Source: an optimization exercise on an open RTL-to-GDS flow (aim: small area, a short achievable clock period and few clock cycles). Production flows keep margins and buffers that such runs may drop. The RTL was checked by simulation tests, not by an equivalence proof against the original design.

==> job 5643: inputs <==
==> flow/design.v <==
`timescale 1ns / 1ps
package pbts_pkg;
	localparam int SLICE_W = 8;
	localparam int LOCK_W  = 8;
	localparam logic [SLICE_W-1:0] SLICE_RESET = 8'd10;
	localparam logic [LOCK_W-1:0]  LOCK_MAX    = 8'd255;
	localparam logic [2:0] FN_CREATE  = 3'd0;
	localparam logic [2:0] FN_TICK    = 3'd1;
	localparam logic [2:0] FN_DELAY   = 3'd2;
	localparam logic [2:0] FN_SUSPEND = 3'd3;
	localparam logic [2:0] FN_RESUME  = 3'd4;
	localparam logic [2:0] FN_LOCK    = 3'd5;
	localparam logic [2:0] FN_UNLOCK  = 3'd6;
	localparam logic [2:0] FN_NOP     = 3'd7;
	localparam logic [1:0] ST_OK       = 2'd0;
	localparam logic [1:0] ST_LOCKED   = 2'd1;
	localparam logic [1:0] ST_NONE_RDY = 2'd2;
	localparam logic [1:0] ST_NO_SCHED = 2'd3;
endpackage
`timescale 1ns / 1ps
module pbts_cell #(
	parameter int PRIO_BITS  = 5,
	parameter int DELAY_BITS = 16
) (
	input  logic                          clk,
	input  logic                          arst_n,
	input  logic                          cre,       
	input  logic                          sus,       
	input  logic                          res,       
	input  logic                          dly,       
	input  logic                          tick,      
	input  logic                          sl_we,     
	input  logic [PRIO_BITS-1:0]          prio_in,
	input  logic [DELAY_BITS-1:0]         dly_in,
	input  logic [pbts_pkg::SLICE_W-1:0]  sl_in,
	output logic                          created,
	output logic                          delayed,
	output logic                          susp,
	output logic                          ready,     
	output logic                          wake,      
	output logic [PRIO_BITS-1:0]          prio,
	output logic [pbts_pkg::SLICE_W-1:0]  slice,
	output logic                          slice_le1  
);
	logic [DELAY_BITS-1:0] dcnt_q;
	logic                  counting, dz, hi_z;
	assign hi_z     = (dcnt_q[DELAY_BITS-1:1] == '0);
	assign counting = created & delayed & ~susp;
	assign ready    = created & ~delayed & ~susp;
	assign wake     = counting & dz;
	assign slice_le1 = (slice[pbts_pkg::SLICE_W-1:1] == '0);
	always_ff @(posedge clk or negedge arst_n) begin
		if (!arst_n) created <= 1'b0;
		else if (cre) created <= 1'b1;
	end
	always_ff @(posedge clk) begin
		if (cre)              delayed <= 1'b0;
		else if (dly)         delayed <= 1'b1;
		else if (tick & wake) delayed <= 1'b0;
		if (cre | res)        susp <= 1'b0;
		else if (sus)         susp <= 1'b1;
		if (cre)              prio <= prio_in;
		if (dly) begin
			dcnt_q <= dly_in;
			dz     <= (dly_in == '0);
		end else if (tick & counting & ~dz) begin
			dcnt_q <= dcnt_q - 1'b1;
			dz     <= hi_z;
		end
		if (sl_we)            slice <= sl_in;
	end
endmodule
`timescale 1ns / 1ps
module priority_bitmap_task_scheduler #(
	parameter int NUM_TASKS  = 16,
	parameter int NUM_PRIO   = 32,
	parameter int DELAY_BITS = 16
) (
	input  logic                            clk,
	input  logic                            arst_n,
	input  logic                            req_valid,
	output logic                            req_ready,
	input  logic [2:0]                      req_func,
	input  logic [3:0]                      req_task_id,
	input  logic [4:0]                      req_priority,
	input  logic [15:0]                     req_delay_ticks,
	output logic                            rsp_valid,
	input  logic                            rsp_ready,
	output logic [3:0]                      rsp_next_task,
	output logic                            rsp_switch_request,
	output logic [3:0]                      rsp_current_task,
	output logic [1:0]                      rsp_status,
	input  logic                            cfg_wr_en,
	input  logic [pbts_pkg::SLICE_W-1:0]    cfg_wr_data
);
	localparam int NT = NUM_TASKS;
	localparam int TW = $clog2(NUM_TASKS);
	localparam int PW = $clog2(NUM_PRIO);
	localparam int SW = pbts_pkg::SLICE_W;
	logic                         rsp_valid_q;
	logic [SW-1:0]                slice_len_q;
	logic [pbts_pkg::LOCK_W-1:0]  lock_q;
	logic [TW-1:0]                running_q;     
	logic [NT-1:0]                run1_q;        
	logic [1:0]                   status_q;
	logic                         sw_q;
	logic [TW-1:0]                pid_q;         
	logic [PW-1:0]                ppr_q;         
	logic                         pcre_q;        
	logic                         ord_q  [NT][NT];
	logic                         same_q [NT][NT];
	logic acc;
	logic f_cre, f_tick, f_dly, f_sus, f_res, f_lock, f_unl;
	assign acc    = req_valid & ~rsp_valid_q;
	assign f_cre  = acc & (req_func == pbts_pkg::FN_CREATE);
	assign f_tick = acc & (req_func == pbts_pkg::FN_TICK);
	assign f_dly  = acc & (req_func == pbts_pkg::FN_DELAY);
	assign f_sus  = acc & (req_func == pbts_pkg::FN_SUSPEND);
	assign f_res  = acc & (req_func == pbts_pkg::FN_RESUME);
	assign f_lock = acc & (req_func == pbts_pkg::FN_LOCK);
	assign f_unl  = acc & (req_func == pbts_pkg::FN_UNLOCK);
	logic [NT-1:0] idh, pidh, created, delayed, susp, rdy, wake;
	logic [NT-1:0] cre, sus, res, dly, sl_we, sle1, enq, cpend;
	logic [PW-1:0] prio [NT];
	logic [SW-1:0] slice [NT];
	logic [SW-1:0] slice_run, slice_next, sl_in;
	logic          reload;
	for (genvar i = 0; i < NT; i++) begin : g_task
		assign idh[i]   = (req_task_id == TW'(i));
		assign pidh[i]  = (pid_q == TW'(i));
		assign cre[i]   = f_cre & idh[i] & ~created[i];
		assign sus[i]   = f_sus & idh[i] & created[i] & ~susp[i];
		assign res[i]   = f_res & idh[i] & created[i] & susp[i];
		assign dly[i]   = f_dly & run1_q[i];
		assign sl_we[i] = cre[i] | (f_tick & run1_q[i]);
		assign enq[i]   = res[i] & ~delayed[i];
		assign cpend[i] = pcre_q & pidh[i];
		pbts_cell #(
			.PRIO_BITS  (PW),
			.DELAY_BITS (DELAY_BITS)
		) u_cell (
			.clk       (clk),
			.arst_n    (arst_n),
			.cre       (cre[i]),
			.sus       (sus[i]),
			.res       (res[i]),
			.dly       (dly[i]),
			.tick      (f_tick),
			.sl_we     (sl_we[i]),
			.prio_in   (req_priority),
			.dly_in    (req_delay_ticks),
			.sl_in     (sl_in),
			.created   (created[i]),
			.delayed   (delayed[i]),
			.susp      (susp[i]),
			.ready     (rdy[i]),
			.wake      (wake[i]),
			.prio      (prio[i]),
			.slice     (slice[i]),
			.slice_le1 (sle1[i])
		);
	end
	always_comb begin
		slice_run = '0;
		for (int i = 0; i < NT; i++) slice_run = slice_run | (slice[i] & {SW{run1_q[i]}});
	end
	assign reload     = |(sle1 & run1_q);
	assign slice_next = reload ? slice_len_q : slice_run - 1'b1;
	assign sl_in      = f_tick ? slice_next : slice_len_q;
	logic [NT-1:0] rdy_t, rdy_m, late, mv;
	logic          rot;
	logic          ord_n [NT][NT];    
	assign rdy_t = rdy | wake;
	assign rdy_m = rdy & ~run1_q;
	assign rot   = reload & |(rdy_t & run1_q);
	always_ff @(posedge clk) begin
		if (acc)                         late <= enq;
		else if (rsp_valid_q & ~rsp_ready) late <= '0;
		else                             late <= run1_q & {NT{rot}};
	end
	assign mv    = late | wake;
	for (genvar i = 0; i < NT; i++) begin : g_on
		for (genvar j = 0; j < NT; j++) begin : g_onj
			if (i < j) begin : g_lo
				assign ord_n[i][j] = same_q[i][j] ?
					((mv[j] & ~late[i]) | (~mv[i] & ord_q[i][j])) : ord_q[i][j];
			end else if (i > j) begin : g_hi
				assign ord_n[i][j] = ~ord_n[j][i];
			end else begin : g_eq
				assign ord_n[i][j] = 1'b1;
			end
		end
	end
	logic [NT-1:0] p_lt, p_eq, c_v, c_s, c_e;
	for (genvar i = 0; i < NT; i++) begin : g_cmp
		assign p_lt[i] = (ppr_q < prio[i]);
		assign p_eq[i] = (ppr_q == prio[i]);
	end
	assign c_v = p_lt & ~cpend;
	assign c_s = p_lt | cpend;
	assign c_e = p_eq | cpend;
	logic ord_we;
	assign ord_we = f_tick | rsp_valid_q;
	for (genvar i = 0; i < NT; i++) begin : g_ord
		for (genvar j = 0; j < NT; j++) begin : g_ordj
			if (i < j) begin : g_lo
				always_ff @(posedge clk) begin
					if (cpend[i] | cpend[j]) begin
						ord_q[i][j]  <= ~c_v[i] & c_s[j];
						same_q[i][j] <= c_e[i] & c_e[j];
					end else if (ord_we) begin
						ord_q[i][j]  <= ord_n[i][j];
					end
				end
			end else begin : g_no
				assign ord_q[i][j]  = 1'b0;
				assign same_q[i][j] = 1'b0;
			end
		end
	end
	logic [NT-1:0] win_t, win_m;
	logic [TW-1:0] id_t, id_m;
	logic          any_t, any_m, sw_t, lk, sus_run;
	always_comb begin
		for (int i = 0; i < NT; i++) begin
			win_t[i] = rdy_t[i];
			win_m[i] = rdy_m[i];
			for (int j = 0; j < NT; j++) begin
				if (j != i) begin
					win_t[i] = win_t[i] & (~rdy_t[j] | ord_n[i][j]);
					win_m[i] = win_m[i] & (~rdy_m[j] | ord_n[i][j]);
				end
			end
		end
		id_t = '0;
		id_m = '0;
		for (int i = 0; i < NT; i++) begin
			id_t = id_t | (TW'(i) & {TW{win_t[i]}});
			id_m = id_m | (TW'(i) & {TW{win_m[i]}});
		end
	end
	assign any_t   = |rdy_t;
	assign any_m   = |rdy_m;
	assign sw_t    = ~|(win_t & run1_q);
	assign lk      = (lock_q != '0);
	assign sus_run = |(run1_q & created & ~susp);
	logic sch_m, sch, any, pick;
	assign sch_m = f_dly | (f_sus & sus_run & (req_task_id == running_q));
	assign sch   = f_tick | sch_m;
	assign any   = f_tick ? any_t : any_m;
	assign pick  = sch & ~lk & any;
	always_ff @(posedge clk or negedge arst_n) begin
		if (!arst_n) begin
			slice_len_q <= pbts_pkg::SLICE_RESET;
		end else if (cfg_wr_en) begin
			slice_len_q <= cfg_wr_data;
		end
	end
	always_ff @(posedge clk or negedge arst_n) begin
		if (!arst_n) begin
			rsp_valid_q <= 1'b0;
			lock_q      <= '0;
			running_q   <= '0;
			run1_q      <= '0;
		end else begin
			if (acc) rsp_valid_q <= 1'b1;
			else if (rsp_ready) rsp_valid_q <= 1'b0;
			if (f_lock && lock_q != pbts_pkg::LOCK_MAX) lock_q <= lock_q + 1'b1;
			if (f_unl && lock_q != '0) lock_q <= lock_q - 1'b1;
			if (pick) begin
				running_q <= f_tick ? id_t : id_m;
				run1_q    <= f_tick ? win_t : win_m;
			end
		end
	end
	always_ff @(posedge clk) begin
		if (acc) begin
			if (!sch)     status_q <= pbts_pkg::ST_NO_SCHED;
			else if (lk)  status_q <= pbts_pkg::ST_LOCKED;
			else if (any) status_q <= pbts_pkg::ST_OK;
			else          status_q <= pbts_pkg::ST_NONE_RDY;
			sw_q  <= pick & (~f_tick | sw_t);
			pid_q <= req_task_id;
			ppr_q <= req_priority;
		end
		pcre_q <= |cre;
	end
	assign req_ready          = ~rsp_valid_q;
	assign rsp_valid          = rsp_valid_q;
	assign rsp_next_task      = (status_q == pbts_pkg::ST_OK) ? running_q : '0;
	assign rsp_switch_request = sw_q;
	assign rsp_current_task   = running_q;
	assign rsp_status         = status_q;
endmodule
==> flow/run.sh <==
#!/bin/bash
# synth_recipe.tcl (not shown) runs the flow's synth.tcl, then flattens the netlist and writes it again
# the make line also repeats each setting of config.mk as NAME=value (left out here)
make -C /OpenROAD-flow-scripts/flow DESIGN_CONFIG=/design/flow/config.mk WORK_HOME=/design/flow/orfs CLKGATE_MAP_FILE= SYNTH_SCRIPT=/design/flow/synth_recipe.tcl finish
==> flow/config.mk <==
export PLATFORM = sky130hd
export DESIGN_NAME = priority_bitmap_task_scheduler
export DESIGN_NICKNAME = priority_bitmap_task_scheduler
export VERILOG_FILES = /design/flow/design.v
export SDC_FILE = /design/flow/constraint.sdc
export NUM_CORES = 4
export LEC_CHECK = 0
export CAP_MARGIN = 20
export CORE_MARGIN = 2
export CORE_UTILIZATION = 40
export SETUP_SLACK_MARGIN = 4
export SLEW_MARGIN = 20
==> flow/constraint.sdc <==
create_clock -name core_clock -period 8.0 [get_ports {clk}]
set_input_delay 1.6000 -clock core_clock [delete_from_list [all_inputs] [get_ports {clk}]]
set_output_delay 1.6000 -clock core_clock [all_outputs]
set_load 0.01 [all_outputs]
==> job 2384 (differences from job 5643) <==
--- a/flow/design.v
+++ b/flow/design.v
@@ -44,9 +44,15 @@
 );
 	logic [DELAY_BITS-1:0] dcnt_q;
-	logic                  counting, dz, hi_z;
+	logic                  counting, dz, hi_z, dec;
+	logic [DELAY_BITS-1:0] low_z;    
 	assign hi_z     = (dcnt_q[DELAY_BITS-1:1] == '0);
 	assign counting = created & delayed & ~susp;
 	assign ready    = created & ~delayed & ~susp;
 	assign wake     = counting & dz;
+	assign dec      = tick & counting & ~dz;
+	always_comb begin
+		low_z[0] = 1'b1;
+		for (int k = 1; k < DELAY_BITS; k++) low_z[k] = low_z[k-1] & ~dcnt_q[k-1];
+	end
 	assign slice_le1 = (slice[pbts_pkg::SLICE_W-1:1] == '0);
 	always_ff @(posedge clk or negedge arst_n) begin
@@ -64,7 +70,7 @@
 			dcnt_q <= dly_in;
 			dz     <= (dly_in == '0);
-		end else if (tick & counting & ~dz) begin
-			dcnt_q <= dcnt_q - 1'b1;
-			dz     <= hi_z;
+		end else begin
+			dcnt_q <= dcnt_q ^ (low_z & {DELAY_BITS{dec}});
+			if (dec) dz <= hi_z;
 		end
 		if (sl_we)            slice <= sl_in;
@@ -103,4 +109,6 @@
 	logic [TW-1:0]                running_q;     
 	logic [NT-1:0]                run1_q;        
+	logic                         lk_q;          
+	logic [TW-1:0]                nx_q;          
 	logic [1:0]                   status_q;
 	logic                         sw_q;
@@ -194,6 +202,12 @@
 	logic [NT-1:0] p_lt, p_eq, c_v, c_s, c_e;
 	for (genvar i = 0; i < NT; i++) begin : g_cmp
-		assign p_lt[i] = (ppr_q < prio[i]);
-		assign p_eq[i] = (ppr_q == prio[i]);
+		logic [PW-1:0] bx, blt;
+		always_comb begin
+			bx  = ~(ppr_q ^ prio[i]);
+			blt = ~ppr_q & prio[i];
+			p_lt[i] = 1'b0;
+			for (int b = 0; b < PW; b++) p_lt[i] = blt[b] | (bx[b] & p_lt[i]);
+		end
+		assign p_eq[i] = &bx;
 	end
 	assign c_v = p_lt & ~cpend;
@@ -243,5 +257,5 @@
 	assign any_m   = |rdy_m;
 	assign sw_t    = ~|(win_t & run1_q);
-	assign lk      = (lock_q != '0);
+	assign lk      = lk_q;
 	assign sus_run = |(run1_q & created & ~susp);
 	logic sch_m, sch, any, pick;
@@ -261,4 +275,5 @@
 			rsp_valid_q <= 1'b0;
 			lock_q      <= '0;
+			lk_q        <= 1'b0;
 			running_q   <= '0;
 			run1_q      <= '0;
@@ -266,6 +281,12 @@
 			if (acc) rsp_valid_q <= 1'b1;
 			else if (rsp_ready) rsp_valid_q <= 1'b0;
-			if (f_lock && lock_q != pbts_pkg::LOCK_MAX) lock_q <= lock_q + 1'b1;
-			if (f_unl && lock_q != '0) lock_q <= lock_q - 1'b1;
+			if (f_lock) begin
+				if (lock_q != pbts_pkg::LOCK_MAX) lock_q <= lock_q + 1'b1;
+				lk_q <= 1'b1;
+			end
+			if (f_unl) begin
+				if (lock_q != '0) lock_q <= lock_q - 1'b1;
+				lk_q <= (lock_q > pbts_pkg::LOCK_W'(1));
+			end
 			if (pick) begin
 				running_q <= f_tick ? id_t : id_m;
@@ -281,4 +302,5 @@
 			else          status_q <= pbts_pkg::ST_NONE_RDY;
 			sw_q  <= pick & (~f_tick | sw_t);
+			nx_q  <= ~pick ? '0 : f_tick ? id_t : id_m;
 			pid_q <= req_task_id;
 			ppr_q <= req_priority;
@@ -288,5 +310,5 @@
 	assign req_ready          = ~rsp_valid_q;
 	assign rsp_valid          = rsp_valid_q;
-	assign rsp_next_task      = (status_q == pbts_pkg::ST_OK) ? running_q : '0;
+	assign rsp_next_task      = nx_q;
 	assign rsp_switch_request = sw_q;
 	assign rsp_current_task   = running_q;
ABC_AREA = 1   (was unset)
CORE_UTILIZATION = 30   (was 40)
SETUP_SLACK_MARGIN = 4.8   (was 4)
==> qor summary <==
item                                                                              job 5643                 job 2384
Fraction of final layout cells sized beyond drive strength 1                         10.2%                    10.9%
Critical-path top delay cell                                      sky130_fd_sc_hd__dfxtp_1  sky130_fd_sc_hd__nor2_2
Routed wirelength normalized by instance count                                     36.8 um                  24.0 um
Wire length on met2                                                             103,000 um                84,700 um
Effective utilization at floorplan                                                   40.2%                    30.2%
Core outline area                                                             120,000 um^2             154,000 um^2
Dpl hpwl                                                                        178,000 um               137,000 um
Post-Synth Adder-Cell Area                                                           2.72%                    2.73%
Number of synthesized register bits                                                    834                      839
Final weighted congestion of routability-driven global placement                      1.09                     1.02
Worst slack at placement                                                           2.14 ns                  2.89 ns
Clock tree buffer count of the final layout                                            111                      116
Outcome                                                           timing/DRC/antenna clean  timing/DRC/antenna clean
Global Route Usage Sum                                                               40.1%                    24.7%
Storage cell area                                                              24,300 um^2              21,900 um^2
Testbench counts of job 5643, summed over its fixed seeds: cycles 16,000.
Testbench counts of job 2384, summed over its fixed seeds: cycles 16,000.

==> re-timing with driven ports <==
Ports are ideal in the flow. The routed layouts listed here were re-timed in OpenROAD.
Step 1 sets driving cells, clkbuf_16 on the clock port and buf_2 on the other inputs (assumed; they add their load-dependent delay and slew).
Step 2 also shifts input and output timing later by t, the mid clock arrival at the registers, as if the neighbouring blocks saw the same clock.
Three values: ideal ports, drivers, drivers and shift; two values: the first two.
| run | t, ns | slack for setup (ns) | worst hold slack (ns) | clock arrival spread, ns | slew at the worst register clock pin (ns) |
|---|---|---|---|---|---|
| job 5643 | 0.803 | 3.695 / 3.695 / 3.267 | 0.503 / 0.503 / 0.503 | 0.056 / 0.056 | 0.08 / 0.08 |
| job 2384 | 0.796 | 4.730 / 4.730 / 4.061 | 0.470 / 0.470 / 0.470 | 0.097 / 0.098 | 0.07 / 0.07 |
After both steps every run listed still meets setup and hold. For job 2384, which loses most, drivers alone change the setup slack by 0.000 ns; drivers and shift together by -0.669 ns.
